This is an optimization exercise on Yosys and OpenROAD, whose aim is small area, not a production implementation. The RTL was checked by simulation tests, not by an equivalence proof against the original design. No activity file was given, so power comes from the tool's default toggle rates.

== main ==
==> flow/design.v (excerpt) <==
module ram_dp_pipe #(
  parameter int unsigned DATA_WIDTH   = 32,
  parameter int unsigned ADDR_WIDTH   = 6,
  parameter int unsigned DEPTH        = 48,
  parameter int unsigned RD_LATENCY   = 1,
  parameter bit          WRITE_FIRST  = 1'b0,
  parameter bit          CLEAR_ON_RST = 1'b1
) (
  input  logic                    clk,
  input  logic                    rst,
  input  logic                    wr_enb,
  input  logic [ADDR_WIDTH-1:0]   wr_addr,
  input  logic [DATA_WIDTH-1:0]   wr_data,
  input  logic [DATA_WIDTH/8-1:0] wr_be,
  input  logic                    rd_enb,
  input  logic [ADDR_WIDTH-1:0]   rd_addr,
  output logic [DATA_WIDTH-1:0]   rd_data,
  output logic                    rd_valid,
  output logic                    rd_err,
  output logic                    wr_err
);
  localparam int unsigned NumBytes = DATA_WIDTH / 8;
  logic [DATA_WIDTH-1:0] mem [DEPTH];
  logic                  wr_in_range;
  logic                  rd_in_range;
  logic [DATA_WIDTH-1:0] wr_word;
  logic [DEPTH-1:0]      wr_row;
  logic [DEPTH-1:0]      wr_row_n;
  logic [NumBytes-1:0]   wr_byte_n;
  logic [DEPTH-1:0]      rd_row;
  logic [DATA_WIDTH-1:0] rd_word;
  logic [DATA_WIDTH-1:0] dat_q;
  logic                  vld_q;
  logic                  err_q;
  logic                  wr_err_q;
  assign wr_in_range = (wr_addr < ADDR_WIDTH'(DEPTH));
  assign rd_in_range = (rd_addr < ADDR_WIDTH'(DEPTH));
  assign wr_word = wr_data & {DATA_WIDTH{~rst}};
  always_comb begin
    for (int b = 0; b < NumBytes; b++) begin
      wr_byte_n[b] = ~(rst | (wr_enb & wr_be[b]));
    end
    for (int r = 0; r < DEPTH; r++) begin
      wr_row[r]   = (wr_addr == ADDR_WIDTH'(r));
      wr_row_n[r] = ~(rst | wr_row[r]);
      rd_row[r] = (rd_addr == ADDR_WIDTH'(r));
  ...
For scale: roughly 2600 cells after synthesis, about 87 I/O pins.
Settings: LEC_CHECK=0, CAP_MARGIN=20, CORE_MARGIN=2, CORE_UTILIZATION=55, SLEW_MARGIN=20, SYNTH_HIERARCHICAL=1; clock period 5.0 ns.
run.sh (not shown) runs the stock make flow with config.mk's settings and CLKGATE_MAP_FILE= SYNTH_SCRIPT=/design/flow/synth_recipe.tcl, a recipe that flattens the netlist after the stock synthesis.
--- input diff main..the feature branch ---
==> flow/flow/run.sh (new file) <==
#!/bin/bash
# The standard layout (standard.sh), with two changes:
#  - ports are buffered with the smallest buffer instead of a delay cell;
#  - clock tree synthesis: clkbuf_16 root, clkbuf_8 tree, clkbuf_4 leaf
#    buffers on small sink clusters (clock-pin slew stays low), and no
#    dummy balancing loads.
set -euo pipefail
export BUFFER_PORTS_ARGS="-buffer_cell sky130_fd_sc_hd__buf_1"
export CTS_ARGS="-sink_clustering_enable -repair_clock_nets -buf_list {sky130_fd_sc_hd__clkbuf_4 sky130_fd_sc_hd__clkbuf_8 sky130_fd_sc_hd__clkbuf_16} -root_buf sky130_fd_sc_hd__clkbuf_16 -tree_buf sky130_fd_sc_hd__clkbuf_8 -sink_clustering_buffer sky130_fd_sc_hd__clkbuf_4 -sink_clustering_size ${CLUSTER_SIZE:-10} -sink_clustering_max_diameter 40 -dont_use_dummy_load"
bash standard.sh > standard.log 2>&1
==> flow/standard.sh (new file) <==
#!/bin/bash
# synth_recipe.tcl (not shown) runs the flow's synth.tcl, then flattens the netlist and writes it again
# the make line also repeats each setting of config.mk as NAME=value (left out here)
make -C /OpenROAD-flow-scripts/flow DESIGN_CONFIG=/design/flow/config.mk WORK_HOME=/design/flow/orfs CLKGATE_MAP_FILE= SYNTH_SCRIPT=/design/flow/synth_recipe.tcl "${@:-finish}"
diff --git a/flow/config.mk b/flow/config.mk
--- a/flow/config.mk
+++ b/flow/config.mk
@@ -6,7 +6,7 @@
 export NUM_CORES = 4
 export LEC_CHECK = 0
-export CAP_MARGIN = 20
+export CAP_MARGIN = 10
 export CORE_MARGIN = 2
 export CORE_UTILIZATION = 55
-export SLEW_MARGIN = 20
+export SLEW_MARGIN = 10
 export SYNTH_HIERARCHICAL = 1
removed: flow/run.sh
Results
- main was larger in final cell area than the feature branch.
- Power of the feature branch falls short of that of main by more than 10%.
- Of the feature branch and main, it is the feature branch that has the lower minimum clock period after layout.
- When the feature branch is set beside main, its average via count per standard cell turns out to be about 1% larger.
- Compared with main, in the feature branch transition time at the pin with the least slew margin shows an increase of 49 ps; global-route met1 utilization shows a reduction of 2.0 points; wire length shows a reduction of 0.46%.
- Sequential share of layout area came out higher on the feature branch than on main.


v6:
ram_dp_pipe, a different RTL version from the one above (not shown whole).
Size in the first run: ~87 I/O pins.
## ram_dp_pipe
module ram_dp_pipe #(
  parameter int unsigned DATA_WIDTH   = 32,
  parameter int unsigned ADDR_WIDTH   = 6,
  parameter int unsigned DEPTH        = 48,
  parameter int unsigned RD_LATENCY   = 1,
  parameter bit          WRITE_FIRST  = 1'b0,
  parameter bit          CLEAR_ON_RST = 1'b1
) (
  input  logic                    clk,
  input  logic                    rst,
  input  logic                    wr_enb,
  input  logic [ADDR_WIDTH-1:0]   wr_addr,
  input  logic [DATA_WIDTH-1:0]   wr_data,
  input  logic [DATA_WIDTH/8-1:0] wr_be,
  input  logic                    rd_enb,
  input  logic [ADDR_WIDTH-1:0]   rd_addr,
  output logic [DATA_WIDTH-1:0]   rd_data,
  output logic                    rd_valid,
  output logic                    rd_err,
  output logic                    wr_err
);
Settings: LEC_CHECK=0, CAP_MARGIN=10, CORE_MARGIN=2, CORE_UTILIZATION=55, SLEW_MARGIN=10, SYNTH_HIERARCHICAL=1; clock period 5.0 ns.
standard.sh (not shown) runs the stock make flow with config.mk's settings and CLKGATE_MAP_FILE= SYNTH_SCRIPT=/design/flow/synth_recipe.tcl, a recipe that flattens the netlist after the stock synthesis.
==> flow/flow/run.sh <==
#!/bin/bash
# The standard layout (standard.sh), with two changes:
#  - ports are buffered with the smallest buffer instead of a delay cell;
#  - clock tree synthesis: clkbuf_16 root, clkbuf_8 tree, clkbuf_4 leaf
#    buffers on small sink clusters (clock-pin slew stays low), and no
#    dummy balancing loads.
set -euo pipefail
export BUFFER_PORTS_ARGS="-buffer_cell sky130_fd_sc_hd__buf_1"
export CTS_ARGS="-sink_clustering_enable -repair_clock_nets -buf_list {sky130_fd_sc_hd__clkbuf_4 sky130_fd_sc_hd__clkbuf_8 sky130_fd_sc_hd__clkbuf_16} -root_buf sky130_fd_sc_hd__clkbuf_16 -tree_buf sky130_fd_sc_hd__clkbuf_8 -sink_clustering_buffer sky130_fd_sc_hd__clkbuf_4 -sink_clustering_size ${CLUSTER_SIZE:-8} -sink_clustering_max_diameter 40 -dont_use_dummy_load"
bash standard.sh > standard.log 2>&1
Here is what was changed in the inputs of v7 compared with v6.
--- a/flow/flow/run.sh
+++ b/flow/flow/run.sh
@@ -9 +9 @@
-export CTS_ARGS="-sink_clustering_enable -repair_clock_nets -buf_list {sky130_fd_sc_hd__clkbuf_4 sky130_fd_sc_hd__clkbuf_8 sky130_fd_sc_hd__clkbuf_16} -root_buf sky130_fd_sc_hd__clkbuf_16 -tree_buf sky130_fd_sc_hd__clkbuf_8 -sink_clustering_buffer sky130_fd_sc_hd__clkbuf_4 -sink_clustering_size ${CLUSTER_SIZE:-8} -sink_clustering_max_diameter 40 -dont_use_dummy_load"
+export CTS_ARGS="-sink_clustering_enable -repair_clock_nets -buf_list {sky130_fd_sc_hd__clkbuf_4 sky130_fd_sc_hd__clkbuf_8 sky130_fd_sc_hd__clkbuf_16} -root_buf sky130_fd_sc_hd__clkbuf_16 -tree_buf sky130_fd_sc_hd__clkbuf_8 -sink_clustering_buffer sky130_fd_sc_hd__clkbuf_4 -sink_clustering_size ${CLUSTER_SIZE:-10} -sink_clustering_max_diameter 40 -dont_use_dummy_load"
--- outcome ---
Post-route cell area: v7 < v6. Number of endpoints failing setup at the final stage: v6 vs v7 identical. Compared to v6, v7 has worst endpoint required time 100 ps lower. Sequential share of layout area (higher): v7. Count of plain and timing-repair buffers in the layout: v6 vs v7 identical. v6 consumes more power than v7. [compare] base=v6 new=v7: share of the clock period used by the worst path rose 0.71 points, setup slack fell 36 ps. Of v7 and v6, the run reporting the higher share of final-layout standard cells stronger than drive strength 1 was v6. Delta (v7 minus v6): tightest slew margin relative to the limit went down by 6.8 points, worst hold slack level.

## what the ideal ports hide
In the flow no input, the clock included, has a driving cell. The finished layouts below were timed again as built, in two steps. Step 1, drivers: a clkbuf_16 drives clk and a buf_2 each remaining input, both assumed. Step 2 moves the port delays by t, midway between the first and last clock arrival at a register: inputs arrive t later, outputs are due t later. That takes back most of the time a late clock gives input paths. a / b / c = no drivers / after step 1 / after step 2; a / b = the first two.
run | t, ns | setup slack, ns | hold slack, ns | worst setup path at the end | latest minus earliest clock arrival (ns)
main | 0.815 | 1.193 / 1.221 / 0.406 | 0.571 / 0.571 / 0.571 | input to register | 0.034 / 0.034
the feature branch | 0.772 | 1.395 / 1.372 / 0.600 | 0.515 / 0.460 / 0.570 | input to register | 0.096 / 0.096
v6 | 0.784 | 1.304 / 1.122 / 0.338 | 0.560 / 0.506 / 0.632 | input to register | 0.083 / 0.083
v7 | 0.775 | 1.268 / 1.057 / 0.282 | 0.558 / 0.510 / 0.630 | input to register | 0.072 / 0.072
After both steps setup and hold are still met in every run listed. The setup slack of v7, which loses most, moves by -0.211 ns with the drivers and by -0.986 ns with both steps.
